From an optimization exercise on the open Yosys and OpenROAD flow, aimed at small area; shortcuts taken in it are not production practice.
Where RTL was checked, it was by simulation tests only, not by an equivalence proof against the original.
For runs 5 and 6, only the layout was checked, not whether the RTL still works.
Power figures rest on the tool's default switching activity, not on a simulated workload.

### flow/design.v
`timescale 1ns/1ps
`default_nettype none
package seqPkg;
	localparam int ADDR_W     = 16;
	localparam int DATA_W     = 32;
	localparam int DELAY_TRIM = 4;	 
	typedef enum logic [7:0] {
		PP_NOP     = 8'h00,
		PP_LDWR    = 8'h01,	 
		PP_LDWI    = 8'h03,	 
		PP_STWR    = 8'h04,	 
		PP_STWI    = 8'h05,	 
		PP_LDINDF  = 8'h06,	 
		PP_STINDF  = 8'h07,	 
		PP_CLRW    = 8'h08,
		PP_CMP     = 8'h09,
		PP_CMPI    = 8'h0a,
		PP_JMP     = 8'h10,
		PP_JMPZ    = 8'h11,
		PP_JMPNZ   = 8'h12,
		PP_JMPG    = 8'h13,
		PP_JMPL    = 8'h14,
		PP_JMPGE   = 8'h15,
		PP_JMPLE   = 8'h16,
		PP_ANDW    = 8'h17,
		PP_ADDW    = 8'h19,
		PP_ADDI    = 8'h21,
		PP_INC     = 8'h23,
		PP_INCI    = 8'h24,
		PP_DEC     = 8'h25,
		PP_DECI    = 8'h26,
		PP_SUB     = 8'h29,
		PP_SUBI    = 8'h31,
		PP_SHL     = 8'h33,
		PP_SHR     = 8'h35,
		PP_DELAY   = 8'h42,
		PP_WAITL   = 8'h44,
		PP_COUNT   = 8'h45,
		PP_SHUTTER = 8'h52,
		PP_STOP    = 8'hFF
	} opcode_e;
	typedef enum logic [1:0] {CF_EQ = 2'h0, CF_G = 2'h1, CF_L = 2'h2, CF_UNK = 2'h3} cmpFlag_e;
	typedef enum logic {RUN_IDLE, RUN_ACTIVE} runState_e;
	typedef enum logic [1:0] {EX_IDLE, EX_EXEC, EX_WAIT} execState_e;
	typedef enum logic [1:0] {WAIT_DELAY, WAIT_LINE, WAIT_COUNT} waitKind_e;
	typedef struct packed {
		opcode_e           op;
		logic [7:0]        reserved;
		logic [ADDR_W-1:0] addr;
	} instrAddr_t;
	typedef struct packed {
		opcode_e     op;
		logic        direct;	 
		logic [22:0] value;
	} instrDirect_t;
	typedef union packed {
		instrAddr_t   a;
		instrDirect_t d;
	} instrWord_t;
	typedef struct packed {
		logic              re;
		logic              we;
		logic [ADDR_W-1:0] addr;
		logic [DATA_W-1:0] wrData;
	} memReq_t;
endpackage
`default_nettype wire
`timescale 1ns/1ps
`default_nettype none
module seqTop #(
	parameter logic [seqPkg::ADDR_W-1:0] START_ADDR_RESET = 16'hFFFF
) (
	input  logic              wClk_i,
	input  logic              rst_i,
	input  logic [seqPkg::ADDR_W-1:0] startAddr_i,
	input  logic              startTrig_i,
	input  logic              stopTrig_i,
	input  logic              lineTrig_i,
	input  logic              pmt_i,
	input  logic [seqPkg::DATA_W-1:0] memRdData_i,
	output logic              busy_o,
	output logic [seqPkg::ADDR_W-1:0] memAddr_o,
	output logic [seqPkg::DATA_W-1:0] memWrData_o,
	output logic              memWe_o,
	output logic [7:0]        shutter_o
);
	logic        run;		 
	logic [15:0] pc;
	logic        iv;		 
	logic        dropRd;	 
	logic        fdv;		 
	logic        edv;		 
	logic [31:0] ib;		 
	logic        exS;		 
	logic        wtS;		 
	logic [31:0] wReg;		 
	logic [15:0] iReg;
	logic [1:0]  cmpFlag;	 
	logic        wb;		 
	logic        kLine;		 
	logic        kCnt;		 
	logic [31:0] cntN;		 
	logic [7:0]  op;
	assign op = ib[31:24];
	function automatic logic [31:0] inc32(input logic [31:0] x);
		logic c;
		c = 1'b1;
		for (int k = 0; k < 32; k++)
		begin
			inc32[k] = x[k] ^ c;
			c = c & x[k];
		end
	endfunction
	function automatic logic [15:0] inc16(input logic [15:0] x);
		logic c;
		c = 1'b1;
		for (int k = 0; k < 16; k++)
		begin
			inc16[k] = x[k] ^ c;
			c = c & x[k];
		end
	endfunction
	function automatic logic is(input logic [7:0] o, input logic [7:0] v);
		is = (o == v);
	endfunction
	logic dLd, dLdInd, dClr, dCmp, dCmpI, dAnd, dAdd, dSub, dAddI, dSubI, dInc, dDec, dIncI, dDecI;
	logic dShl, dShr, dDelay, dWaitL, dCount, dShut, dStore, dUseI, dStInd, dStop;
	logic rdOp, runsAlu, isWait, jt;
	assign dLd    = is(op, 8'h01) | is(op, 8'h03);
	assign dLdInd = is(op, 8'h06);
	assign dClr   = is(op, 8'h08);
	assign dCmp   = is(op, 8'h09);
	assign dCmpI  = is(op, 8'h0a);
	assign dAnd   = is(op, 8'h17);
	assign dAdd   = is(op, 8'h19);
	assign dAddI  = is(op, 8'h21);
	assign dInc   = is(op, 8'h23);
	assign dIncI  = is(op, 8'h24);
	assign dDec   = is(op, 8'h25);
	assign dDecI  = is(op, 8'h26);
	assign dSub   = is(op, 8'h29);
	assign dSubI  = is(op, 8'h31);
	assign dShl   = is(op, 8'h33);
	assign dShr   = is(op, 8'h35);
	assign dDelay = is(op, 8'h42);
	assign dWaitL = is(op, 8'h44);
	assign dCount = is(op, 8'h45);
	assign dShut  = is(op, 8'h52);
	assign dStop  = is(op, 8'hFF);
	assign dStore = is(op, 8'h04) | is(op, 8'h05) | is(op, 8'h07);
	assign dStInd = is(op, 8'h07);
	assign dUseI  = is(op, 8'h03) | is(op, 8'h05);
	assign rdOp   = dLd | dLdInd | dCmp | dCmpI | dAnd | dAdd | dAddI | dSub | dSubI |
	                dShl | dShr | dDelay | dCount | dShut;
	assign runsAlu = rdOp | dClr | dInc | dDec | dIncI | dDecI | dWaitL;
	assign isWait = dDelay | dWaitL | dCount;
	always_comb
	begin
		case (op)
			8'h10:   jt = 1'b1;
			8'h11:   jt = cmpFlag == 2'd0;
			8'h12:   jt = cmpFlag == 2'd1 || cmpFlag == 2'd2;
			8'h13:   jt = cmpFlag == 2'd1;
			8'h14:   jt = cmpFlag == 2'd2;
			8'h15:   jt = cmpFlag == 2'd0 || cmpFlag == 2'd1;
			8'h16:   jt = cmpFlag == 2'd0 || cmpFlag == 2'd2;
			default: jt = 1'b0;
		endcase
	end
	logic take, redirect, stopNow, eRe, eWe, eOwn, fRe, fGrant, loadWord;
	assign take     = ~exS & ~wtS & iv;
	assign redirect = take & jt;
	assign stopNow  = stopTrig_i | (take & dStop);
	assign eRe      = take & rdOp & ~ib[23];
	assign eWe      = take & dStore;
	assign eOwn     = eRe | eWe;
	assign fRe      = run & (~iv | take) & ~fdv;
	assign fGrant   = fRe & ~eOwn;
	assign loadWord = fdv & ~dropRd & run;
	assign busy_o      = run;
	assign memWe_o     = eWe;
	assign memAddr_o   = ({16{eOwn & dUseI}} & iReg) | ({16{eOwn & ~dUseI}} & ib[15:0]) | ({16{~eOwn}} & pc);
	assign memWrData_o = ({32{dStInd}} & {16'h0, iReg}) | ({32{~dStInd}} & wReg);
	always_ff @(posedge wClk_i)
	begin
		if (rst_i)
		begin
			run    <= 1'b0;
			iv     <= 1'b0;
			dropRd <= 1'b0;
			fdv    <= 1'b0;
			edv    <= 1'b0;
		end
		else
		begin
			dropRd <= redirect & fGrant;
			fdv    <= fGrant;
			edv    <= eRe;
			if (!run)
				run <= startTrig_i;
			else if (stopNow)
				run <= 1'b0;
			if (run & stopNow)
				iv <= 1'b0;
			else if (loadWord)
				iv <= 1'b1;
			else if (take)
				iv <= 1'b0;
		end
	end
	logic selStart, selJump, selInc, selKeep;
	assign selStart = ~run;
	assign selJump  = run & redirect;
	assign selInc   = run & ~redirect & fGrant;
	assign selKeep  = run & ~redirect & ~fGrant;
	always_ff @(posedge wClk_i)
		pc <= ({16{selStart}} & startAddr_i) | ({16{selJump}} & ib[15:0]) | ({16{selInc}} & (pc + 16'd1)) | ({16{selKeep}} & pc);
	always_ff @(posedge wClk_i)
	begin
		if (loadWord)
			ib <= memRdData_i;
	end
	logic [31:0] operand;
	assign operand = ({32{edv}} & memRdData_i) | ({32{~edv}} & {9'h0, ib[22:0]});
	logic        useI, useB, inv, cin;
	logic [31:0] aIn, bIn;
	logic [32:0] sum;
	logic        c16, zLo, zHi;
	logic        cntRun;
	assign cntRun = wb & kCnt;
	assign useI = dAddI | dSubI | dIncI | dDecI | dCmpI;
	assign useB = dAdd | dSub | dCmp | dAddI | dSubI | dCmpI | dAnd;
	assign inv  = exS & (dSub | dCmp | dSubI | dCmpI | dDec | dDecI);
	assign cin  = exS ? (dSub | dCmp | dSubI | dCmpI | dInc | dIncI) : pmt_i;
	assign aIn  = {wReg[31:16], (exS & useI) ? iReg : wReg[15:0]};
	assign bIn  = ((exS & useB) ? operand : 32'h0) ^ {32{inv}};
	assign sum  = {1'b0, aIn} + {1'b0, bIn} + {32'h0, cin};
	assign c16  = sum[16] ^ aIn[16] ^ bIn[16];
	assign zLo  = sum[15:0] == 16'h0;
	assign zHi  = sum[31:16] == 16'h0;
	logic [31:0] shIn, shOut, shRes;
	logic        shBig;
	always_comb
	begin
		for (int k = 0; k < 32; k++)
			shIn[k] = (dShr & wReg[31-k]) | (~dShr & wReg[k]);
		shOut = shIn;
		for (int l = 0; l < 5; l++)
			shOut = ({32{operand[l]}} & (shOut << (1 << l))) | ({32{~operand[l]}} & shOut);
		for (int k = 0; k < 32; k++)
			shRes[k] = (dShr & shOut[31-k]) | (~dShr & shOut[k]);
	end
	assign shBig = |operand[31:5];
	logic        selLd, selAnd, selSum, selSh, selHold;
	logic [31:0] wNext;
	assign selLd   = exS & dLd;
	assign selAnd  = exS & dAnd;
	assign selSum  = (exS & (dAdd | dSub | dInc | dDec)) | cntRun;
	assign selSh   = exS & (dShl | dShr) & ~shBig;
	assign selHold = exS ? ~(dLd | dClr | dCount | dAnd | dAdd | dSub | dInc | dDec | dShl | dShr) : ~cntRun;
	assign wNext   = ({32{selLd}} & operand) | ({32{selAnd}} & aIn & bIn) | ({32{selSum}} & sum[31:0]) |
	                 ({32{selSh}} & shRes) | ({32{selHold}} & wReg);
	logic        selLdI, selSumI, selHoldI;
	logic [15:0] iNext;
	assign selLdI   = exS & dLdInd;
	assign selSumI  = exS & (dAddI | dSubI | dIncI | dDecI);
	assign selHoldI = ~(selLdI | selSumI);
	assign iNext    = ({16{selLdI}} & operand[15:0]) | ({16{selSumI}} & sum[15:0]) | ({16{selHoldI}} & iReg);
	logic [1:0] newFlag;
	always_comb
	begin
		if (dCmpI)
			newFlag = zLo ? 2'd0 : (c16 ? 2'd1 : 2'd2);
		else
			newFlag = (zLo & zHi) ? 2'd0 : (sum[32] ? 2'd1 : 2'd2);
	end
	always_ff @(posedge wClk_i)
	begin
		if (rst_i)
		begin
			exS       <= 1'b0;
			wtS       <= 1'b0;
			wReg      <= 32'h0;
			iReg      <= 16'h0;
			cmpFlag   <= 2'd3;
			shutter_o <= 8'h00;
		end
		else
		begin
			exS <= take & runsAlu;
			if (exS)
				wtS <= isWait;
			else if (!wb)
				wtS <= 1'b0;
			wReg <= wNext;
			iReg <= iNext;
			if (exS)
			begin
				if (dCmp | dCmpI)
					cmpFlag <= newFlag;
				if (dShut)
					shutter_o <= operand[7:0];
			end
		end
	end
	logic cntEnd, waitStart, nz, gt4;
	assign waitStart = exS & isWait;
	assign nz     = |operand;
	assign gt4    = (|operand[31:3]) | (operand[2] & (operand[1] | operand[0]));
	assign cntEnd = (&cntN[31:3]) & (cntN[2] == kCnt) & cntN[1] & ~cntN[0];
	always_ff @(posedge wClk_i)
	begin
		if (rst_i)
			wb <= 1'b0;
		else if (waitStart)
			wb <= dWaitL | (dCount ? nz : gt4);
		else if (wb)
		begin
			if (kLine)
				wb <= ~lineTrig_i;
			else if (cntEnd)
				wb <= 1'b0;
		end
	end
	always_ff @(posedge wClk_i)
	begin
		if (waitStart)
		begin
			kLine <= dWaitL;
			kCnt  <= dCount;
		end
	end
	always_ff @(posedge wClk_i)
	begin
		if (waitStart)
			cntN <= ~operand;
		else
			cntN <= inc32(cntN);
	end
endmodule
`default_nettype wire
### flow/flow/run.sh
#!/bin/bash
# Own layout flow: the standard ORFS flow (standard.sh) with
#  - Yosys's ABC mapping run with flow/area.abc instead of ORFS's speed script
#    (registers are mapped before ABC runs, so they are the standard synthesis's),
#  - sky130_fd_sc_hd__buf_1 as the port buffer,
#  - CTS without dummy loads, with clkbuf_8 below a clkbuf_16 root.
# Each step's full output is in orfs/logs/; make's output is in flow.log.
set -euo pipefail
HERE=$PWD
export MY_ABC_SCRIPT=$HERE/flow/area.abc
{
	cat <<'EOT'
proc abc {args} {
	set i [lsearch $args -script]
	if {$i >= 0} { lset args [expr {$i + 1}] $::env(MY_ABC_SCRIPT) }
	yosys abc {*}$args
}
EOT
	cat synth_recipe.tcl
} > my_synth.tcl
sed "s#SYNTH_SCRIPT=[^ ]*#SYNTH_SCRIPT=$HERE/my_synth.tcl#" standard.sh > my_standard.sh
export BUFFER_PORTS_ARGS="-buffer_cell sky130_fd_sc_hd__buf_1"
export CTS_ARGS="-sink_clustering_enable -repair_clock_nets -dont_use_dummy_load -root_buf sky130_fd_sc_hd__clkbuf_16 -buf_list sky130_fd_sc_hd__clkbuf_8"
bash my_standard.sh > flow.log 2>&1
### flow/flow/area.abc
strash
&get -n
&fraig -x
&put
scorr
dc2
balance
rewrite
refactor
balance
rewrite
rewrite -z
balance
refactor -z
rewrite -z
balance
strash
&get -n
&dch -f
&nf -p -R 1000
&put
buffer -c
topo
stime -c
upsize -c
dnsize -c
### flow/standard.sh
#!/bin/bash
# synth_recipe.tcl (not shown) runs the flow's synth.tcl, then flattens the netlist and writes it again
# the make line also repeats each setting of config.mk as NAME=value (left out here)
make -C /OpenROAD-flow-scripts/flow DESIGN_CONFIG=/design/flow/config.mk WORK_HOME=/design/flow/orfs CLKGATE_MAP_FILE= SYNTH_SCRIPT=/design/flow/synth_recipe.tcl "${@:-finish}"
### flow/config.mk
export PLATFORM = sky130hd
export DESIGN_NAME = seqTop
export DESIGN_NICKNAME = seqTop
export VERILOG_FILES = /design/flow/design.v
export SDC_FILE = /design/flow/constraint.sdc
export NUM_CORES = 4
export LEC_CHECK = 0
export CAP_MARGIN = 20
export CORE_MARGIN = 2
export CORE_UTILIZATION = 40
export SLEW_MARGIN = 20
### flow/constraint.sdc
create_clock -name core_clock -period 8.0 [get_ports {wClk_i}]
set_input_delay 1.6000 -clock core_clock [delete_from_list [all_inputs] [get_ports {wClk_i}]]
set_output_delay 1.6000 -clock core_clock [all_outputs]
set_load 0.01 [all_outputs]
==> out/qor.yml, run 1 <==
run_status:
  run_status: "no timing/DRC/antenna violations"
sta:
  slew_violations: 0
  slew_headroom_pct: 25.43
  hold_ws_ps: 497.7
  finalSetupViolCount: 0
  clock.fmax_mhz: 134.3
  tightest_slew_ps: 1119
  skew_ps: 20.26
  rsz0062_at_grt: "false"
  setup_slack_ps: 551.7
  finalCriticalPeriod_ps: 7448
  setup_tns_ps: 0
  hold_viol_final: 0
  final.period_utilization_pct: 93.10
place:
  port_buffers: 111
  dpl_cell_area_um2: 12460
  dp_hpwl_um: 33990
  dp_slack_ps: 270.8
  placed_cells: 1891
  gp_congestion: 0.9948
min_path:
  worstHoldPathCells: 2
  hp-class: "reg -> reg"
  hp-start: "iReg[4]$_SDFF_PP0_"
  whs_endpoint: "iReg[4]$_SDFF_PP0_"
synthesis:
  synth_nets: 1580
  muxShareOfSynthArea_pct: 12.43
  synthSimpleGateAreaFrac_pct: 18.42
  syn_area_um2: 11570
  synthCells: 1459
  yosys.area_share.adder_pct: 7.460
  ys_ff_latch: 148
  ys_warn_count: 1
  synth-xor-area-share_pct: 2.649
  yosysUniqueCellTypes: 66
  syn_area_per_cell_um2: 7.932
  ys_async_sr_fraction_pct: 0
  synth_flop_cell: "dfxtp_1"
  synth_top_family_by_area: "compound AO/OA/AOI/OAI gates"
  ys_seq_area_share_pct: 28.54
  synth_compound_area_share_pct: 26.14
  synth_enable_flop_cells: 34
job:
  max-cap-violations: 0
clock_network:
  root_buffer: "clkbuf_16"
  clk_latency_ps: 390
  cts_buffers: 17
  cts_tree: "done"
  cts_setup_buffers: 0
  cts-htree-levels: 4
  ctsResizeCount: 0
  cts_sinks: 148
  path_clk_slew_ps: 80
  clock_path_buffers: 2
  ctsHoldBuffers: 0
critical_path:
  cp.depth: 40
  rrSetupSlack_ps: 550
  r2r_end: "cmpFlag[0]$_SDFFE_PP1P_"
  cp_top_family: "compound AO/OA/AOI/OAI gates"
  critPathLaunchType: "flop"
  max_stage_delay_ps: 520
  r2r_start: "ib[28]$_DFFE_PP_"
  slowest_stage: "or4_4"
  crit_type: "reg -> reg"
  arrival_ps: 7710
  cp_max_fo: 18
  reg2regPathDepth: 40
  endpoint_kind: "flop"
  cp.required_ps: 8270
  crit_buf_inv: 4
  cpMostUsedCell: "a21o_1"
floorplanning:
  rows: 62
  io_pins: 112
  initial_utilization_pct: 40.43
  core-area_um2: 28630
  die_width_um: 174.1
  dieArea_um2: 30310
  die_h_um: 174.1
layout:
  layout.area.seq_um2: 3304
  multi_input_area_um2: 7878
  fillers: 2928
  layout.nets: 1648
  final_cell_count_no_fill: 1909
  final_cell_area_um2: 12770
  drive_above_1_share_pct: 9.770
  antennaDiodeCount: 0
  fin_util_pct: 44.60
  synthToLayoutAreaGrowth_pct: 10.31
global_routing:
  grt_pass1_vias: 11160
  antenna_found_initial: 2
  grt_usage_pct: 29.77
  grt-ovfl-total: 0
  grt_max_degree: 67
  grt_first_pass_wirelength_um: 68970
route:
  drt_wl_total_um: 45470
  vias: 12000
  wl_per_cell_um: 23.82
  viasPerCell: 6.287
  drtAntennaViolNets: 0
  first_pass_iters: 6
  drt-initial-drc-count: 1419
  drc_errors: 0
power_and_ir_drop:
  total_power_mw: 1.435
  ir_drop_v: 0.0001259
  p_leak_nw: 5.162
  powerDensity_nw_per_um2: 112.4
-- report_power, final --
group,switching [mW],internal (mW)
Clock,0.261,0.201
Sequential,0.0322,0.794
Combinational,0.0862,0.0614
Total,0.379,1.06
-- cell usage after synthesis (all sizes together) (10+ instances only) --
cell type	instances	area [µm²]
mux2	54	608.1
a21oi	163	823.3
a221oi	18	157.7
a211oi	12	90.09
and3	14	92.59
a31oi	78	509.2
nor4	12	75.07
nand2	151	566.8
nand3	43	215.2
a22oi	19	142.6
ha	65	813.3
nor2b	26	162.7
xnor2	17	148.9
nand4	10	62.56
nor3	17	85.08
dfxtp	114	2282
mux2i	83	830.8
edfxtp	34	1021
a21o	17	127.6
o21ai	86	452.9
inv	31	116.4
nand2b	16	100.1
nor2	150	563.0
a222oi	32	320.3
buf	18	67.56
xor2	18	157.7
clkbuf	84	315.3
-- area by class of cell --
type	count	area share [%]
clock buffers	17	1.921
inverters	32	0.9409
multi-input cells	1177	61.71
flip-flops and latches	148	25.88
well taps	384	3.764
repair buffers	151	5.783
-- worst max-delay path by stage --
stage | from | to | slack, ps
global route | ib[29]$_DFFE_PP_ | cmpFlag[1]$_SDFFE_PP1P_ | 5
detailed placement | memRdData_i[0] | cmpFlag[1]$_SDFFE_PP1P_ | 270
floorplan | memRdData_i[0] | cmpFlag[1]$_SDFFE_PP1P_ | 60
finish | ib[28]$_DFFE_PP_ | cmpFlag[0]$_SDFFE_PP1P_ | 550
global placement | memRdData_i[0] | cmpFlag[1]$_SDFFE_PP1P_ | 310
CTS | ib[29]$_DFFE_PP_ | cmpFlag[1]$_SDFFE_PP1P_ | 300
-- state kept, by name, summed over array words and instances, names as in the netlist, 2 cells and up --
| name | count |
|---|---|
| pc | 16 |
| shutter_o | 8 |
| ib | 32 |
| cmpFlag | 2 |
| wReg | 32 |
| cntN | 32 |
| iReg | 16 |
-- kinds of logic after synthesis --
kind of cell    after synthesis
compound gates              470
xor+xnor                     35
fa+ha+maj                    68
buf+inv                     134
flops                       148
mux                         137
simple gates                467
-- routing by layer --
metal | global-route usage (%) | wire (µm) | vias to the layer above
met5 | 0 | 0 | -
met4 | 14.36 | 2254 | 0
met3 | 4.724 | 3783 | 111
met2 | 44.74 | 19450 | 623
met1 | 41.54 | 19980 | 5681
li1 | - | - | 5587
-- placed cells by master, fill, tap and decap left out, types with 39 or more instances in the layout --
master / count
a21oi_1: 159
a31oi_1: 75
buf_1: 110
buf_4: 39
dfxtp_1: 113
ha_1: 65
mux2_2: 53
mux2i_1: 81
nand2_1: 151
nand3_1: 42
nor2_1: 145
o21ai_0: 78
-- tightest hold or removal path: stages, from the launching register on --
cell	delay, ps
dfxtp_1	340
nand2_1	60
a21oi_1	50
==> inputs of run 2 (changes only) <==
--- a/flow/design.v
+++ b/flow/design.v
@@ -235,5 +235,28 @@
 	assign aIn  = {wReg[31:16], (exS & useI) ? iReg : wReg[15:0]};
 	assign bIn  = ((exS & useB) ? operand : 32'h0) ^ {32{inv}};
-	assign sum  = {1'b0, aIn} + {1'b0, bIn} + {32'h0, cin};
+	always_comb
+	begin
+		logic [31:0] g, p, x;
+		x = aIn ^ bIn;
+		g = aIn & bIn;
+		p = x;
+		g[0] = g[0] | (p[0] & cin);
+		for (int d = 1; d < 32; d = d * 2)
+			for (int i = 2 * d - 1; i < 32; i = i + 2 * d)
+			begin
+				g[i] = g[i] | (p[i] & g[i - d]);
+				p[i] = p[i] & p[i - d];
+			end
+		for (int d = 8; d >= 1; d = d / 2)
+			for (int i = 3 * d - 1; i < 32; i = i + 2 * d)
+			begin
+				g[i] = g[i] | (p[i] & g[i - d]);
+				p[i] = p[i] & p[i - d];
+			end
+		sum[0] = x[0] ^ cin;
+		for (int i = 1; i < 32; i++)
+			sum[i] = x[i] ^ g[i - 1];
+		sum[32] = g[31];
+	end
 	assign c16  = sum[16] ^ aIn[16] ^ bIn[16];
 	assign zLo  = sum[15:0] == 16'h0;
--- a/flow/config.mk
+++ b/flow/config.mk
@@ -8,4 +8,4 @@
 export CAP_MARGIN = 20
 export CORE_MARGIN = 2
-export CORE_UTILIZATION = 40
+export CORE_UTILIZATION = 55
 export SLEW_MARGIN = 20
==> run 2 against run 1 <==
  * Clock skew grew 14 ps
  * Non-clock buffer count fell by 2
  * Power is 0.40% lower
  * Area after synthesis about the same
  * Utilization grew 16 points
  * Sequential share of layout area rose by 0.35 points
  * Critical path depth unchanged
  * Critical endpoint is now cmpFlag[1]$_SDFFE_PP1P_
  * Count of clock-buffer cells in the layout did not move
  * Clock power hardly changed
  * Worst setup slack gained 20 ps
  * Register-to-register slack better by 20 ps
==> out/qor.yml, run 2 <==
synthesis:
  ys_top_cells_by_area: "dfxtp_1, edfxtp_1, mux2i_1"
  synth_nets: 1579
  ys_ff_latch: 148
  ys_async_sr_fraction_pct: 0
  synth_common_cells: "nor2_1, a21oi_1, nand2_1, dfxtp_1, clkbuf_1"
  synth_enable_flop_cells: 34
  synthCells: 1444
  synth_flop_cell: "dfxtp_1"
  yosysTopAreaCellShare_pct: 19.73
  ys_warn_count: 1
  synth.most_common_cell: "nor2_1"
  ys_seq_area_share_pct: 28.55
  syn_area_per_cell_um2: 8.012
  syn_area_um2: 11570
  yosysUniqueCellTypes: 67
  synth_top_area_cell: "dfxtp_1"
critical_path:
  crit_type: "reg -> reg"
  cp.required_ps: 8260
  arrival_ps: 7690
  crit_start: "ib[25]$_DFFE_PP_"
  r2r_start: "ib[25]$_DFFE_PP_"
  reg2regPathDepth: 40
  setup.worst_path.end: "cmpFlag[1]$_SDFFE_PP1P_"
  max_stage_delay_ps: 530
  rrSetupSlack_ps: 570
  cpMostUsedCell: "a21o_1"
  slowest_stage: "edfxtp_1"
  critPathLaunchType: "flop"
  r2r_end: "cmpFlag[1]$_SDFFE_PP1P_"
  endpoint_kind: "flop"
  cp_max_fo: 8
route:
  wl_per_cell_um: 24.16
  drtAntennaViolNets: 0
  viasPerCell: 6.682
  vias: 11910
  drt_wl_total_um: 43060
  drt-initial-drc-count: 1602
  first_pass_iters: 7
  route.met3.wl_um: 4456
  drc_errors: 0
  wl_met1_um: 17350
  routed-wl-met2_um: 19410
  top_layer_used: "met4"
floorplanning:
  initial_utilization_pct: 55.56
  io_pins: 112
  die_h_um: 149.0
  dieArea_um2: 22210
  rows: 53
  core-area_um2: 20820
  die_width_um: 149.0
sta:
  rsz0062_at_grt: "false"
  finalSetupViolCount: 0
  final.period_utilization_pct: 92.86
  finalCriticalPeriod_ps: 7428
  slew_headroom_pct: 26.32
  tightest_slew_ps: 1103
  slew_violations: 0
  skew_ps: 34.34
  setup_tns_ps: 0
  hold_viol_final: 0
  clock.fmax_mhz: 134.6
place:
  dpl_cell_area_um2: 12230
  dp_hpwl_um: 31620
  gp_congestion: 0.9512
  port_buffers: 111
  placed_cells: 1756
layout:
  layout_commonest_cell: "nor2_1"
  layout.area.seq_um2: 3304
  fillers: 1940
  multi_input_area_um2: 7820
  antennaDiodeCount: 0
  synthToLayoutAreaGrowth_pct: 8.879
  final_cell_mix: "nor2_1, a21oi_1, nand2_1, dfxtp_1, buf_1"
  final_cell_area_um2: 12600
  drive_above_1_share_pct: 10.02
  reg_top3: "cntN (32), ib (32), wReg (32)"
  final_cell_count_no_fill: 1782
  layout.nets: 1644
global_routing:
  grt_pass1_vias: 10810
  grt_max_degree: 68
  antenna_found_initial: 0
  grt-ovfl-total: 0
  grt_first_pass_wirelength_um: 63780
  grt_usage_pct: 37.86
clock_network:
  clk_latency_ps: 390
  path_clk_slew_ps: 70
  cts_tree: "done"
  clock_path_buffers: 2
  cts_sinks: 148
  cts_buffers: 17
  ctsHoldBuffers: 0
  cts-htree-levels: 4
  root_buffer: "clkbuf_16"
power_and_ir_drop:
  p_leak_nw: 4.952
  ir_drop_v: 0.00009733
  powerDensity_nw_per_um2: 113.5
min_path:
  hp-class: "reg -> reg"
job:
  max-cap-violations: 0
run_status:
  run_status: "no timing/DRC/antenna violations"
[run 2: changes by cell type after synthesis, sizes merged, moves of 11 or more]
cell,before,now
fa,2,17
inv,31,47
nor2,150,177
a32oi,0,11
a31oi,78,64
a21oi,163,151
xor2,18,6
[run 2: worst min-delay path by stage]
stage | from | endpoint | slack [ps] | cells past startpoint
after global routing | shutter_o[0]$_SDFFE_PP0P_ | shutter_o[0]$_SDFFE_PP0P_ | 520 | 2
after detailed placement | cntN[0]$_DFF_P_ | cntN[0]$_DFF_P_ | 490 | 1
final | shutter_o[1]$_SDFFE_PP0P_ | shutter_o[1]$_SDFFE_PP0P_ | 500 | 2
after global placement | cntN[0]$_DFF_P_ | cntN[0]$_DFF_P_ | 470 | 1
after CTS | cntN[0]$_DFF_P_ | cntN[0]$_DFF_P_ | 500 | 1
after floorplan | cntN[0]$_DFF_P_ | cntN[0]$_DFF_P_ | 450 | 1
[run 2: through the flow]
step / worst slack [ps] / total power [mW] / hold slack, ps / util (%)
finish: 571.6 / 1.429 / 503.7 / 60.50
global placement: 333.3 / 0.9798 / 474.8 / 58.69
global route: 22.73 / 1.482 / 524.9 / 60.50
detailed placement: 153.5 / 0.9818 / 486.4 / 58.71
floorplan: 321.1 / 0.9254 / 448.2 / -
CTS: 345.0 / 1.429 / 500.4 / 59.89
[run 2: final cells by class]
| cell class | instances | area share (%) |
|---|---|---|
| inverter | 48 | 1.430 |
| clock buffer | 17 | 1.947 |
| multi-input combinational | 1145 | 62.08 |
| timing repair buffer | 149 | 5.582 |
| sequential | 148 | 26.23 |
| tap | 275 | 2.731 |
[run 2: critical path: cells and delay by family, from the launching register on]
kind	cells	cell delay, ps
adders and majority gates	3	1310
buffers and inverters	2	230
and+or+nand+nor	17	2620
DFF	1	530
AOI/OAI and AO/OA	17	2480
xor gates and xnor gates	1	150
[run 2: metal layers]
layer | track usage [%] | up-vias
met2 | 60.41 | 715
li1 | - | 5493
met5 | 0 | -
met3 | 6.514 | 112
met1 | 50.59 | 5587
met4 | 16.33 | 0
[run 2: power breakdown]
group | switching [mW] | internal (mW) | total [mW]
combinational | 0.0863 | 0.0602 | 0.146
sequential | 0.0294 | 0.794 | 0.823
clock | 0.259 | 0.201 | 0.460
total | 0.375 | 1.05 | 1.43
[run 2: cells by family (layout without fill, tap and decap cells)]
group                      Yosys count  in the layout  share of synthesized area, %
adders and majority gates           81             81                         9.863
buffers and inverters              151            214                         4.899
and+or+nand+nor                    473            473                         18.58
AOI/OAI and AO/OA                  438            438                         24.55
xor gates and xnor gates            21             21                         1.590
DFF                                148            148                         28.55
muxes                              132            132                         11.97
[run 2: repair_timing]
item,4_1_cts,5_1_grt
setup endpoints to repair,0,2
setup buffers,0,9
resized for setup,0,15
==> inputs of run 3 (changes only) <==
--- a/flow/flow/area.abc
+++ b/flow/flow/area.abc
@@ -23,4 +23,3 @@
 topo
 stime -c
-upsize -c
 dnsize -c
--- a/flow/config.mk
+++ b/flow/config.mk
@@ -8,4 +8,4 @@
 export CAP_MARGIN = 20
 export CORE_MARGIN = 2
-export CORE_UTILIZATION = 55
+export CORE_UTILIZATION = 40
 export SLEW_MARGIN = 20
==> run 3 against run 2 <==
  * Critical endpoint unchanged
  * Synthesized cell count is the same
  * Highest routed layer unchanged
  * Die area grew 36%
  * Sequential power is essentially flat
  * Still clean
  * Sequential cell count is the same
  * Largest cell class unchanged
==> out/qor.yml, run 3 <==
layout:
  fillers: 2915
  layout.nets: 1649
  final_cell_mix: "nor2_1, a21oi_1, nand2_1, dfxtp_1, buf_1"
  drive_above_1_share_pct: 9.722
  final_cell_area_um2: 12760
  layout.area.seq_um2: 3304
  antennaDiodeCount: 0
  synthToLayoutAreaGrowth_pct: 10.80
  layout_commonest_cell: "nor2_1"
  fin_util_pct: 44.69
  multi_input_area_um2: 7786
  reg_top3: "cntN (32), ib (32), wReg (32)"
  final_cell_count_no_fill: 1896
global_routing:
  grt_pass1_vias: 10880
  grt_max_degree: 67
  grt_first_pass_wirelength_um: 67390
  antenna_found_initial: 0
  grt-ovfl-total: 0
  grt_usage_pct: 29.09
sta:
  hold_ws_ps: 497.2
  hold_viol_final: 0
  slew_violations: 0
  skew_ps: 45.00
  clock.fmax_mhz: 135.8
  finalCriticalPeriod_ps: 7362
  tightest_slew_ps: 1177
  finalSetupViolCount: 0
  final.period_utilization_pct: 92.02
  slew_headroom_pct: 21.53
  setup_tns_ps: 0
clock_network:
  path_clk_slew_ps: 110
  cts_buffers: 17
  clock_path_buffers: 2
  cts_sinks: 148
  cts-htree-levels: 4
  clk_latency_ps: 400
  root_buffer: "clkbuf_16"
  ctsHoldBuffers: 0
  cts_tree: "done"
power_and_ir_drop:
  switchingPower_uw: 387.9
  p_int_mw: 1.055
  clock_power_share_pct: 32.6
  p_leak_nw: 4.983
  ir_drop_v: 0.0001089
  seqPwrFrac_pct: 57.1
  p_sw_share_pct: 26.88
  comb_power_share_pct: 10.3
  powerDensity_nw_per_um2: 113.1
synthesis:
  synth_top_family_by_area: "compound AO/OA/AOI/OAI gates"
  syn_area_per_cell_um2: 7.973
  ys_top_cells_by_area: "dfxtp_1, edfxtp_1, mux2i_1"
  ys_ff_latch: 148
  syn_area_um2: 11510
  yosys.area_share.adder_pct: 9.911
  ys_warn_count: 1
  synth.most_common_cell: "nor2_1"
  synth_compound_area_share_pct: 24.35
  synthCells: 1444
  ys_async_sr_fraction_pct: 0
  muxShareOfSynthArea_pct: 12.03
  synth-xor-area-share_pct: 1.597
  synth_top_area_cell: "dfxtp_1"
  yosysTopAreaCellShare_pct: 19.82
  synthSimpleGateAreaFrac_pct: 18.50
  synth_common_cells: "nor2_1, a21oi_1, nand2_1, dfxtp_1, clkbuf_1"
  synth_nets: 1579
  ys_seq_area_share_pct: 28.69
  synth_flop_cell: "dfxtp_1"
  yosysUniqueCellTypes: 58
  synth_enable_flop_cells: 34
critical_path:
  cpMostUsedCell: "nor2_1"
  slowest_stage: "edfxtp_1"
  cp_max_fo: 10
  cp.required_ps: 8270
  reg2regPathDepth: 42
  crit_type: "reg -> reg"
  max_stage_delay_ps: 500
  endpoint_kind: "flop"
  critPathLaunchType: "flop"
  arrival_ps: 7630
place:
  dpl_cell_area_um2: 12380
  port_buffers: 111
  dp_hpwl_um: 33250
  placed_cells: 1874
  gp_congestion: 0.9636
floorplanning:
  initial_utilization_pct: 40.33
  io_pins: 112
  die_width_um: 173.7
  core-area_um2: 28550
  rows: 62
  dieArea_um2: 30160
  die_h_um: 173.7
job:
  max-cap-violations: 0
route:
  viasPerCell: 6.263
  wl_per_cell_um: 23.55
  drc_errors: 0
  vias: 11880
  drt-initial-drc-count: 1456
  drt_wl_total_um: 44660
  drtAntennaViolNets: 0
  first_pass_iters: 13
run_status:
  run_status: "no timing/DRC/antenna violations"
min_path:
  hp-class: "reg -> reg"
  worstHoldPathCells: 2
==> run 3: power by group through the flow <==
stage / clock network [mW] / registers (mW) / logic [mW]
final: 0.470 / 0.824 / 0.149
after global routing: 0.506 / 0.828 / 0.166
after CTS: 0.478 / 0.823 / 0.146
after detailed placement: 0 / 0.840 / 0.145
after global placement: 0 / 0.838 / 0.145
after floorplan: 0 / 0.831 / 0.0944
==> run 3: cell type report <==
type	instances	share of cell area, %
clock buffer	17	1.922
inverter	48	1.412
multi-input combinational	1145	61.03
sequential	148	25.90
tap	384	3.766
timing repair buffer	154	5.963
==> run 3: metal layers <==
metal | track usage, % | routed length [µm]
met5 | 0 | 0
met4 | 9.734 | 1396
met3 | 5.022 | 4130
met2 | 44.37 | 19420
met1 | 41.58 | 19720
==> run 3: per-stage QoR <==
| step | setup slack, ps | power [mW] |
|---|---|---|
| after CTS | 214.2 | 1.446 |
| final | 638.2 | 1.443 |
| after global placement | 230.3 | 0.9830 |
| after floorplan | 309.5 | 0.9253 |
| after global routing | -48.88 | 1.499 |
| after detailed placement | 138.8 | 0.9849 |
==> run 3: kinds of logic after synthesis <==
logic type               after synthesis
AO/OA/AOI/OAI                        438
XOR/XNOR                              21
AND/OR/NAND/NOR                      473
adder cells (fa/ha/maj)               81
flip-flops                           148
buffers and inverters                151
multiplexers                         132
==> run 3: repair_timing <==
item                       in CTS  in global routing
buffers inserted                0                  4
gates resized for setup         0                 18
setup endpoints to repair       0                  5
==> run 3: path summary, 6_finish.rpt <==
check                       from                      end  slack, ps
min reg2reg  iReg[10]$_SDFF_PP0_      iReg[10]$_SDFF_PP0_        500
min          iReg[10]$_SDFF_PP0_      iReg[10]$_SDFF_PP0_        500
max reg2reg     ib[30]$_DFFE_PP_  cmpFlag[1]$_SDFFE_PP1P_        640
max             ib[30]$_DFFE_PP_  cmpFlag[1]$_SDFFE_PP1P_        640
==> run 3: critical path: cells and delay by family, from the launching register on <==
| kind | cells | cell delay (ps) |
|---|---|---|
| XOR/XNOR | 1 | 150 |
| AND/OR/NAND/NOR | 20 | 2870 |
| flip-flops | 1 | 500 |
| adder cells (fa/ha/maj) | 3 | 1230 |
| AO/OA/AOI/OAI | 17 | 2360 |
| buffers and inverters | 1 | 110 |
==> inputs of run 4 (changes only) <==
--- a/flow/flow/area.abc
+++ b/flow/flow/area.abc
@@ -23,3 +23,4 @@
 topo
 stime -c
+upsize -c
 dnsize -c
==> run 4 against run 3 <==
  * Still clean
  * Combinational power about the same
  * Worst setup slack lost 29 ps
  * Utilization is 0.30 points lower
  * First-iteration DRC count rose by 14%
  * Count of clock-buffer cells in the layout unchanged
  * Critical path depth unchanged
  * Sequential share of layout area increased by 0.10 points
  * Synthesized cell count did not move
  * Critical path type unchanged
  * Largest cell class unchanged
  * Highest routed layer unchanged
==> out/qor.yml, run 4 <==
run_status:
  run_status: "no timing/DRC/antenna violations"
sta:
  slew_headroom_pct: 22.36
  finalCriticalPeriod_ps: 7390
  final.period_utilization_pct: 92.38
  finalSetupViolCount: 0
  hold_viol_final: 0
  hold_ws_ps: 497.3
  setup_tns_ps: 0
  slew_violations: 0
  rsz0062_at_grt: "false"
  skew_ps: 29.86
  clock.fmax_mhz: 135.3
  tightest_slew_ps: 1165
clock_network:
  root_buffer: "clkbuf_16"
  cts_tree: "done"
  path_clk_slew_ps: 90
  cts_buffers: 17
  cts-htree-levels: 4
  clock_path_buffers: 2
  clk_latency_ps: 400
  cts_sinks: 148
synthesis:
  synth_enable_flop_cells: 34
  syn_area_um2: 11570
  ys_async_sr_fraction_pct: 0
  ys_seq_area_share_pct: 28.55
  syn_area_per_cell_um2: 8.012
  yosysTopAreaCellShare_pct: 19.73
  synth_flop_cell: "dfxtp_1"
  synth.most_common_cell: "nor2_1"
  ys_ff_latch: 148
  synth_common_cells: "nor2_1, a21oi_1, nand2_1, dfxtp_1, clkbuf_1"
  yosysUniqueCellTypes: 67
  synth_nets: 1579
  synth_top_area_cell: "dfxtp_1"
  ys_top_cells_by_area: "dfxtp_1, edfxtp_1, mux2i_1"
  synthCells: 1444
  ys_warn_count: 1
critical_path:
  critPathLaunchType: "flop"
  reg2regPathDepth: 42
  cp.required_ps: 8290
  endpoint_kind: "flop"
  max_stage_delay_ps: 460
  r2r_start: "ib[31]$_DFFE_PP_"
  crit_type: "reg -> reg"
  rrSetupSlack_ps: 610
  cp_max_fo: 5
  arrival_ps: 7680
  r2r_end: "cmpFlag[1]$_SDFFE_PP1P_"
  slowest_stage: "edfxtp_1"
layout:
  layout.nets: 1641
  final_cell_mix: "nor2_1, a21oi_1, nand2_1, dfxtp_1, buf_1"
  final_cell_count_no_fill: 1889
  synthToLayoutAreaGrowth_pct: 9.819
  fin_util_pct: 44.39
  drive_above_1_share_pct: 9.641
  reg_top3: "cntN (32), ib (32), wReg (32)"
  layout_commonest_cell: "nor2_1"
min_path:
  hp-class: "reg -> reg"
  whs_endpoint: "iReg[12]$_SDFF_PP0_"
  worstHoldPathCells: 2
  hp-start: "iReg[12]$_SDFF_PP0_"
place:
  dp_hpwl_um: 32970
  placed_cells: 1869
  port_buffers: 111
  gp_congestion: 1.003
power_and_ir_drop:
  total_power_mw: 1.449
  powerDensity_nw_per_um2: 114.1
  ir_drop_v: 0.0001159
  p_leak_nw: 4.940
route:
  viasPerCell: 6.264
  drtAntennaViolNets: 0
  vias: 11830
  drt-initial-drc-count: 1654
  drt_wl_total_um: 44820
  drc_errors: 0
  wl_per_cell_um: 23.73
  first_pass_iters: 11
global_routing:
  grt_usage_pct: 29.12
  grt-ovfl-total: 0
  grt_first_pass_wirelength_um: 67580
  grt_pass1_vias: 11100
  antenna_found_initial: 0
  grt_max_degree: 67
floorplanning:
  die_width_um: 174.1
  initial_utilization_pct: 40.42
  die_h_um: 174.1
  core-area_um2: 28630
  io_pins: 112
  dieArea_um2: 30300
  rows: 62
job:
  max-cap-violations: 0
## run 4: worst max-delay path, delay by kind of cell (launching register included)
family / cells / cell delay, ps
compound gates: 17 / 2220
xor+xnor: 1 / 160
fa+ha+maj: 3 / 1300
buf+inv: 1 / 90
flops: 1 / 460
simple gates: 20 / 3040
## run 4: cell families after synthesis
group           share of synthesized area [%]
xor+xnor                                1.590
simple gates                            18.58
compound gates                          24.55
flops                                   28.55
mux                                     11.97
buf+inv                                 4.899
fa+ha+maj                               9.863
## run 4: how the worst max path moves through the flow
stage                                         end  slack, ps              from  cells past startpoint
after detailed placement  cmpFlag[1]$_SDFFE_PP1P_        170    memRdData_i[0]                     37
after floorplan           cmpFlag[1]$_SDFFE_PP1P_        320    memRdData_i[0]                     37
after global placement    cmpFlag[1]$_SDFFE_PP1P_        310    memRdData_i[0]                     37
after CTS                 cmpFlag[1]$_SDFFE_PP1P_        390  ib[31]$_DFFE_PP_                     40
final                     cmpFlag[1]$_SDFFE_PP1P_        610  ib[31]$_DFFE_PP_                     42
after global routing      cmpFlag[1]$_SDFFE_PP1P_          8  ib[31]$_DFFE_PP_                     42
## run 4: what timing repair did
| action | 4_1_cts | 5_1_grt |
|---|---|---|
| resized for setup | 0 | 10 |
| setup buffers | 0 | 1 |
| endpoints found under the setup margin | 0 | 2 |
| hold buffers | 0 | 0 |
## run 4: layout make-up
cell class,count,area (µm²)
diodes,1,2.502
clock buffers,17,245.2
fillers,2903,15920
inverters,48,180.2
multi-input cells,1145,7796
flip-flops and latches,148,3304
well taps,384,480.5
repair buffers,146,696.9
## run 4: metal layers
metal	routed length [µm]	vias up	part of all wire (%)	GRT usage, %
li1	-	5476	-	-
met1	19580	5634	44	40.09
met2	19690	612	44	45.25
met3	3872	111	8.6	4.440
met4	1682	0	3.8	12.68
met5	0	-	0	0
## run 4: per-stage QoR
| step | area (µm²) | setup WS [ps] |
|---|---|---|
| after floorplan | 11570 | 321.1 |
| after global placement | 12390 | 306.3 |
| final | 12710 | 609.5 |
| after detailed placement | 12400 | 169.9 |
| after global routing | 12700 | 7.751 |
| after CTS | 12640 | 385.8 |
## run 4: power breakdown
group | switching, mW | total, mW | internal (mW) | leakage [nW]
clock | 0.277 | 0.478 | 0.201 | 0.127
sequential | 0.0301 | 0.824 | 0.794 | 1.23
combinational | 0.0877 | 0.148 | 0.0602 | 3.58
==> inputs of run 5 (changes only) <==
--- a/flow/design.v
+++ b/flow/design.v
@@ -233,5 +233,5 @@
 	assign inv  = exS & (dSub | dCmp | dSubI | dCmpI | dDec | dDecI);
 	assign cin  = exS ? (dSub | dCmp | dSubI | dCmpI | dInc | dIncI) : pmt_i;
-	assign aIn  = {wReg[31:16], (exS & useI) ? iReg : wReg[15:0]};
+	assign aIn  = {wReg[31:16], ({16{exS & useI}} & iReg) | ({16{~(exS & useI)}} & wReg[15:0])};
 	assign bIn  = ((exS & useB) ? operand : 32'h0) ^ {32{inv}};
 	always_comb
@@ -258,6 +258,6 @@
 			sum[i] = x[i] ^ g[i - 1];
 		sum[32] = g[31];
+		c16 = g[15];
 	end
-	assign c16  = sum[16] ^ aIn[16] ^ bIn[16];
 	assign zLo  = sum[15:0] == 16'h0;
 	assign zHi  = sum[31:16] == 16'h0;
@@ -356,8 +356,5 @@
 	always_ff @(posedge wClk_i)
 	begin
-		if (waitStart)
-			cntN <= ~operand;
-		else
-			cntN <= inc32(cntN);
+		cntN <= ({32{waitStart}} & ~operand) | ({32{~waitStart}} & inc32(cntN));
 	end
 endmodule
==> run 5 against run 4 <==
  * Area after synthesis hardly changed
  * Die area about the same
  * Still clean on timing, DRC and antenna
  * Count of clock-buffer cells in the layout unchanged
  * Critical endpoint unchanged
  * Highest routed layer unchanged
  * Worst hold slack better by 1.5 ps
  * Final area increased by 0.16%
==> out/qor.yml, run 5 <==
clock_network:
  cts_tree: "done"
  cts_buffers: 17
  cts-htree-levels: 4
  ctsHoldBuffers: 0
  path_clk_slew_ps: 100
  clk_latency_ps: 410
  root_buffer: "clkbuf_16"
  clock_path_buffers: 2
  cts_sinks: 148
layout:
  drive_above_1_share_pct: 9.577
  reg_top3: "cntN (32), ib (32), wReg (32)"
  final_cell_mix: "nor2_1, a21oi_1, dfxtp_1, buf_1, nand2_1"
  synthToLayoutAreaGrowth_pct: 10.06
  layout.nets: 1651
  antennaDiodeCount: 0
  fillers: 2925
  final_cell_count_no_fill: 1898
  layout_commonest_cell: "nor2_1"
sta:
  slew_headroom_pct: 27.32
  clock.fmax_mhz: 133.6
  hold_ws_ps: 498.7
  slew_violations: 0
  finalCriticalPeriod_ps: 7487
  tightest_slew_ps: 1090
  skew_ps: 42.09
  hold_viol_final: 0
  finalSetupViolCount: 0
  final.period_utilization_pct: 93.59
power_and_ir_drop:
  total_power_mw: 1.438
  powerDensity_nw_per_um2: 113.0
  ir_drop_v: 0.0001219
  p_leak_nw: 5.003
route:
  wl_per_cell_um: 23.26
  drt-initial-drc-count: 1636
  viasPerCell: 6.253
  drc_errors: 0
  vias: 11870
  drtAntennaViolNets: 0
  first_pass_iters: 10
  drt_wl_total_um: 44140
synthesis:
  synth_nets: 1581
  ys_seq_area_share_pct: 28.57
  synthCells: 1446
  synth_enable_flop_cells: 34
  ys_async_sr_fraction_pct: 0
  ys_ff_latch: 148
  syn_area_um2: 11560
  synth_flop_cell: "dfxtp_1"
  synth_common_cells: "nor2_1, a21oi_1, dfxtp_1, nand2_1, clkbuf_1"
  syn_area_per_cell_um2: 7.996
  ys_warn_count: 1
  ys_top_cells_by_area: "dfxtp_1, edfxtp_1, a21oi_1"
  yosysTopAreaCellShare_pct: 19.74
  synth_top_area_cell: "dfxtp_1"
  yosysUniqueCellTypes: 73
  synth.most_common_cell: "nor2_1"
critical_path:
  arrival_ps: 7790
  r2r_end: "cmpFlag[1]$_SDFFE_PP1P_"
  critPathLaunchType: "flop"
  cp.required_ps: 8310
  crit_type: "reg -> reg"
  endpoint_kind: "flop"
  cpMostUsedCell: "a21o_1"
  slowest_stage: "edfxtp_1"
  cp_max_fo: 12
  r2r_start: "ib[24]$_DFFE_PP_"
  reg2regPathDepth: 36
  max_stage_delay_ps: 590
  rrSetupSlack_ps: 510
floorplanning:
  io_pins: 112
  dieArea_um2: 30280
  core-area_um2: 28550
  initial_utilization_pct: 40.50
  rows: 62
  die_width_um: 174.0
  die_h_um: 174.0
global_routing:
  grt_first_pass_wirelength_um: 67350
  antenna_found_initial: 0
  use_met1_pct: 40.38
  grt_usage_pct: 29.01
  top_usage_layer: "met2"
  grt-ovfl-total: 0
  use_met3_pct: 5.424
  grt_pass1_vias: 10950
  grt_max_degree: 67
  grt_use_met2_pct: 44.41
place:
  placed_cells: 1879
  dp_hpwl_um: 33360
  gp_congestion: 1.011
  port_buffers: 111
run_status:
  run_status: "no timing/DRC/antenna violations"
min_path:
  whs_endpoint: "shutter_o[2]$_SDFFE_PP0P_"
  worstHoldPathCells: 2
  hp-class: "reg -> reg"
  hp-start: "shutter_o[2]$_SDFFE_PP0P_"
job:
  max-cap-violations: 0
## run 5: cell families (layout without fill, tap and decap cells)
family | after synthesis | after routing | synth area share [%]
mux | 135 | 135 | 12.25
simple gates | 471 | 471 | 18.61
compound gates | 444 | 444 | 24.45
xor+xnor | 19 | 19 | 1.439
flops | 148 | 148 | 28.57
buf+inv | 148 | 216 | 4.815
fa+ha+maj | 81 | 81 | 9.869
## run 5: cell type report
| cell class | instances | area, µm² | share of cell area (%) |
|---|---|---|---|
| multi-input cells | 1150 | 7765 | 61.02 |
| clock buffers | 17 | 245.2 | 1.927 |
| repair buffers | 151 | 750.7 | 5.899 |
| well taps | 384 | 480.5 | 3.775 |
| inverters | 48 | 180.2 | 1.416 |
| flip-flops and latches | 148 | 3304 | 25.97 |
## run 5: power by group
group / switching [mW] / internal (mW) / total [mW] / leakage, nW
combinational: 0.0861 / 0.0563 / 0.142 / 3.64
clock: 0.270 / 0.201 / 0.470 / 0.127
sequential: 0.0317 / 0.794 / 0.825 / 1.23
## run 5: metrics by stage
step                setup WS, ps  area, µm²  util, %  TNS, ps
global route              -26.22      12730    44.58   -26.22
global placement           351.7      12410    43.47        0
floorplan                  366.7      11560        -        0
detailed placement         255.5      12440    43.58        0
CTS                        457.5      12690    44.44        0
finish                     513.1      12730    44.58        0
## run 5: worst max-delay path by stage
stage	startpoint	to	slack [ps]
after floorplan	memRdData_i[0]	cmpFlag[1]$_SDFFE_PP1P_	370
after global placement	memRdData_i[0]	cmpFlag[1]$_SDFFE_PP1P_	350
after detailed placement	memRdData_i[0]	cmpFlag[1]$_SDFFE_PP1P_	260
after CTS	ib[24]$_DFFE_PP_	cmpFlag[1]$_SDFFE_PP1P_	460
after global routing	ib[31]$_DFFE_PP_	cmpFlag[1]$_SDFFE_PP1P_	-30
final	ib[24]$_DFFE_PP_	cmpFlag[1]$_SDFFE_PP1P_	510
## run 5: routing by layer
layer	vias up	share of wire (%)
met3	95	10
met5	-	0
met1	5585	43
li1	5507	-
met2	682	44
met4	0	3.7
## run 5: critical path: cells and delay by family, from the launching register on
| family | cells | cell delay, ps |
|---|---|---|
| simple gates | 16 | 2640 |
| compound gates | 15 | 2450 |
| fa+ha+maj | 3 | 1420 |
| flops | 1 | 590 |
| mux | 1 | 200 |
| buf+inv | 1 | 80 |
## run 5: repair_timing
action                     in CTS  in global routing
setup endpoints to repair       0                  2
gates resized for setup         0                  2
hold endpoints to repair        0                  0
buffers inserted                0                  1
==> inputs of run 6 (changes only) <==
--- a/flow/design.v
+++ b/flow/design.v
@@ -233,5 +233,5 @@
 	assign inv  = exS & (dSub | dCmp | dSubI | dCmpI | dDec | dDecI);
 	assign cin  = exS ? (dSub | dCmp | dSubI | dCmpI | dInc | dIncI) : pmt_i;
-	assign aIn  = {wReg[31:16], ({16{exS & useI}} & iReg) | ({16{~(exS & useI)}} & wReg[15:0])};
+	assign aIn  = {wReg[31:16], (exS & useI) ? iReg : wReg[15:0]};
 	assign bIn  = ((exS & useB) ? operand : 32'h0) ^ {32{inv}};
 	always_comb
@@ -258,6 +258,6 @@
 			sum[i] = x[i] ^ g[i - 1];
 		sum[32] = g[31];
-		c16 = g[15];
 	end
+	assign c16  = sum[16] ^ aIn[16] ^ bIn[16];
 	assign zLo  = sum[15:0] == 16'h0;
 	assign zHi  = sum[31:16] == 16'h0;
@@ -272,16 +272,17 @@
 			shOut = ({32{operand[l]}} & (shOut << (1 << l))) | ({32{~operand[l]}} & shOut);
 		for (int k = 0; k < 32; k++)
-			shRes[k] = (dShr & shOut[31-k]) | (~dShr & shOut[k]);
+			shRes[k] = shOut[31-k];
 	end
 	assign shBig = |operand[31:5];
-	logic        selLd, selAnd, selSum, selSh, selHold;
+	logic        selLd, selAnd, selSum, selShl, selShr, selHold;
 	logic [31:0] wNext;
 	assign selLd   = exS & dLd;
 	assign selAnd  = exS & dAnd;
 	assign selSum  = (exS & (dAdd | dSub | dInc | dDec)) | cntRun;
-	assign selSh   = exS & (dShl | dShr) & ~shBig;
+	assign selShl  = exS & dShl & ~shBig;
+	assign selShr  = exS & dShr & ~shBig;
 	assign selHold = exS ? ~(dLd | dClr | dCount | dAnd | dAdd | dSub | dInc | dDec | dShl | dShr) : ~cntRun;
 	assign wNext   = ({32{selLd}} & operand) | ({32{selAnd}} & aIn & bIn) | ({32{selSum}} & sum[31:0]) |
-	                 ({32{selSh}} & shRes) | ({32{selHold}} & wReg);
+	                 ({32{selShl}} & shOut) | ({32{selShr}} & shRes) | ({32{selHold}} & wReg);
 	logic        selLdI, selSumI, selHoldI;
 	logic [15:0] iNext;
@@ -356,5 +357,8 @@
 	always_ff @(posedge wClk_i)
 	begin
-		cntN <= ({32{waitStart}} & ~operand) | ({32{~waitStart}} & inc32(cntN));
+		if (waitStart)
+			cntN <= ~operand;
+		else
+			cntN <= inc32(cntN);
 	end
 endmodule
==> run 6 against run 5 <==
  * Cell count is 0.74% lower
  * First-iteration DRC count is 13% lower
  * Synthesized cell count is 1.6% lower
  * Sequential power hardly changed
  * Critical path type is now in -> reg
  * Critical endpoint unchanged
  * Largest cell class unchanged
  * Highest routed layer unchanged
==> out/qor.yml, run 6 <==
floorplanning:
  initial_utilization_pct: 40.36
  dieArea_um2: 30180
  die_h_um: 173.7
  io_pins: 112
  rows: 62
  core-area_um2: 28550
  die_width_um: 173.7
sta:
  skew_ps: 37.35
  tightest_slew_ps: 1165
  clock.fmax_mhz: 134.7
  finalSetupViolCount: 0
  hold_viol_final: 0
  hold_ws_ps: 484.1
  finalCriticalPeriod_ps: 7426
  slew_headroom_pct: 22.35
  final.period_utilization_pct: 92.82
  slew_violations: 0
synthesis:
  ys_ff_latch: 148
  synth_enable_flop_cells: 34
  ys_warn_count: 1
  synth_nets: 1558
  ys_seq_area_share_pct: 28.67
  synth.most_common_cell: "nor2_1"
  synth-xor-area-share_pct: 1.596
  yosysUniqueCellTypes: 70
  synth_flop_cell: "dfxtp_1"
  muxShareOfSynthArea_pct: 12.46
  synth_top_area_cell: "dfxtp_1"
  ys_async_sr_fraction_pct: 0
  synthSimpleGateAreaFrac_pct: 18.81
  synth_compound_area_share_pct: 23.86
  syn_area_per_cell_um2: 8.096
  yosysTopAreaCellShare_pct: 19.81
  ys_top_cells_by_area: "dfxtp_1, edfxtp_1, mux2i_1"
  yosys.area_share.adder_pct: 9.904
  syn_area_um2: 11520
  synthCells: 1423
  synth_top_family_by_area: "compound AO/OA/AOI/OAI gates"
  synth_common_cells: "nor2_1, a21oi_1, nand2_1, dfxtp_1, mux2i_1"
critical_path:
  r2r_end: "cmpFlag[1]$_SDFFE_PP1P_"
  cpMostUsedCell: "a21o_1"
  cp.required_ps: 8260
  max_stage_delay_ps: 450
  rrSetupSlack_ps: 570
  cp_top_family: "simple AND/OR/NAND/NOR gates"
  crit_type: "in -> reg"
  crit_buf_inv: 2
  cp.depth: 37
  endpoint_kind: "flop"
  slowest_stage: "fa_1"
  arrival_ps: 7690
  reg2regPathDepth: 40
  r2r_start: "ib[24]$_DFFE_PP_"
  critPathLaunchType: "primary input"
  cp_max_fo: 3
route:
  top_layer_used: "met4"
  drtAntennaViolNets: 0
  wl_met1_um: 19490
  route.met3.wl_um: 3600
  drt_wl_total_um: 44470
  first_pass_iters: 6
  drc_errors: 0
  drt-initial-drc-count: 1429
  viasPerCell: 6.242
  routed-wl-met2_um: 19680
  vias: 11760
  wl_per_cell_um: 23.61
layout:
  drive_above_1_share_pct: 10.27
  synthToLayoutAreaGrowth_pct: 10.79
  layout.nets: 1637
  layout.area.seq_um2: 3304
  layout_commonest_cell: "a21oi_1"
  multi_input_area_um2: 7799
  antennaDiodeCount: 0
  final_cell_mix: "a21oi_1, nor2_1, nand2_1, dfxtp_1, buf_1"
  final_cell_count_no_fill: 1884
  fillers: 2982
  reg_top3: "cntN (32), ib (32), wReg (32)"
min_path:
  worstHoldPathCells: 1
  hp-class: "reg -> reg"
  whs_endpoint: "cntN[0]$_DFF_P_"
  hp-start: "cntN[0]$_DFF_P_"
place:
  dp_hpwl_um: 33370
  port_buffers: 111
  placed_cells: 1860
  gp_congestion: 0.9693
clock_network:
  cts_sinks: 148
  root_buffer: "clkbuf_16"
  cts-htree-levels: 4
  cts_buffers: 17
  clk_latency_ps: 390
  path_clk_slew_ps: 80
  cts_tree: "done"
  clock_path_buffers: 2
global_routing:
  grt-ovfl-total: 0
  grt_max_degree: 67
  grt_first_pass_wirelength_um: 67500
  antenna_found_initial: 0
  grt_pass1_vias: 11150
  grt_usage_pct: 28.89
power_and_ir_drop:
  p_int_mw: 1.055
  p_sw_share_pct: 27.48
  clock_power_share_pct: 33.2
  comb_power_share_pct: 10.2
  switchingPower_uw: 399.8
  p_leak_nw: 5.178
  seqPwrFrac_pct: 56.6
  ir_drop_v: 0.0001052
  powerDensity_nw_per_um2: 114.0
run_status:
  run_status: "no timing/DRC/antenna violations"
job:
  max-cap-violations: 0
[run 6: cell count changes after synthesis, moves of 6 or more]
cell,delta
a21oi_1,-10
and2_1,+7
o21ai_0,-21
nor2_1,-41
nand3_1,+8
xor2_1,+6
nand2_1,+26
a221oi_1,-12
[run 6: layout make-up]
cell class              count  area share [%]
repair buffers            156           5.920
well taps                 384           3.764
clock buffers              17           1.921
multi-input cells        1131           61.10
flip-flops and latches    148           25.89
inverters                  48           1.411
[run 6: metal layers]
metal / GRT usage [%] / up-vias
met5: 0 / -
met4: 12.22 / 0
met3: 4.605 / 90
met2: 45.25 / 618
met1: 39.55 / 5613
li1: - / 5439
[run 6: worst max-delay path by stage]
stage                     startpoint                      end  slack, ps
finish                memRdData_i[0]  cmpFlag[1]$_SDFFE_PP1P_        570
floorplan             memRdData_i[0]  cmpFlag[1]$_SDFFE_PP1P_        300
detailed placement    memRdData_i[0]  cmpFlag[1]$_SDFFE_PP1P_        -20
CTS                 ib[29]$_DFFE_PP_  cmpFlag[1]$_SDFFE_PP1P_        200
global route        ib[31]$_DFFE_PP_  cmpFlag[1]$_SDFFE_PP1P_         -7
global placement      memRdData_i[0]  cmpFlag[1]$_SDFFE_PP1P_        100
[run 6: power groups by stage]
stage               clock (mW)  combinational, mW  sequential [mW]
global route             0.512              0.166            0.829
detailed placement           0              0.146            0.841
CTS                      0.487              0.146            0.824
floorplan                    0             0.0951            0.831
global placement             0              0.144            0.840
finish                   0.482              0.148            0.824
[run 6: per-stage QoR]
stage	power [mW]	TNS [ps]	worst slack (ps)	instance area, µm²	util (%)
final	1.455	0	574.1	12760	44.71
after global routing	1.507	-7.429	-7.429	12760	44.71
after CTS	1.457	0	196.3	12640	44.28
after detailed placement	0.9868	-22.11	-22.11	12400	43.42
after global placement	0.9831	0	95.21	12390	43.40
after floorplan	0.9259	0	302.1	11520	-
[run 6: cells by family after synthesis]
family / after synthesis
compound gates: 422
buf+inv: 144
mux: 137
simple gates: 470
fa+ha+maj: 81
xor+xnor: 21
flops: 148
[run 6: what timing repair did]
item                                    CTS  global route
gates resized for setup                   0            15
endpoints found under the setup margin    0             2
hold buffers                              0             0
setup buffers                             0             7

-- port drivers added, routing unchanged --
The flow's constraints put no driver on any port. The routed layouts listed below were extracted and timed again, unchanged, in two steps.
Step 1 assumes that a clkbuf_16 drives the clock port and a buf_2 every other input.
Step 2, shift: input delay + t, output delay - t, t = (earliest + latest rising clock arrival at the registers) / 2. This alone moves slack from input paths to output paths.
Three values: no drivers, after step 1, after step 2; two values: the first two.
run	t (ns)	slack for setup (ns)	worst hold slack (ns)	cell pins on the clock port's net
run 1	0.436	0.552 / 0.552 / 0.197	0.498 / 0.498 / 0.498	1
run 2	0.425	0.572 / 0.572 / 0.171	0.504 / 0.504 / 0.504	1
run 3	0.433	0.638 / 0.638 / 0.309	0.497 / 0.497 / 0.497	1
run 4	0.436	0.610 / 0.610 / 0.213	0.497 / 0.497 / 0.497	1
run 5	0.432	0.513 / 0.513 / 0.142	0.499 / 0.499 / 0.499	1
run 6	0.423	0.574 / 0.574 / 0.181	0.484 / 0.484 / 0.484	1
After both steps every run listed still meets setup and hold. For run 2, which loses most, drivers alone change the setup slack by 0.000 ns; drivers and shift together by -0.401 ns.
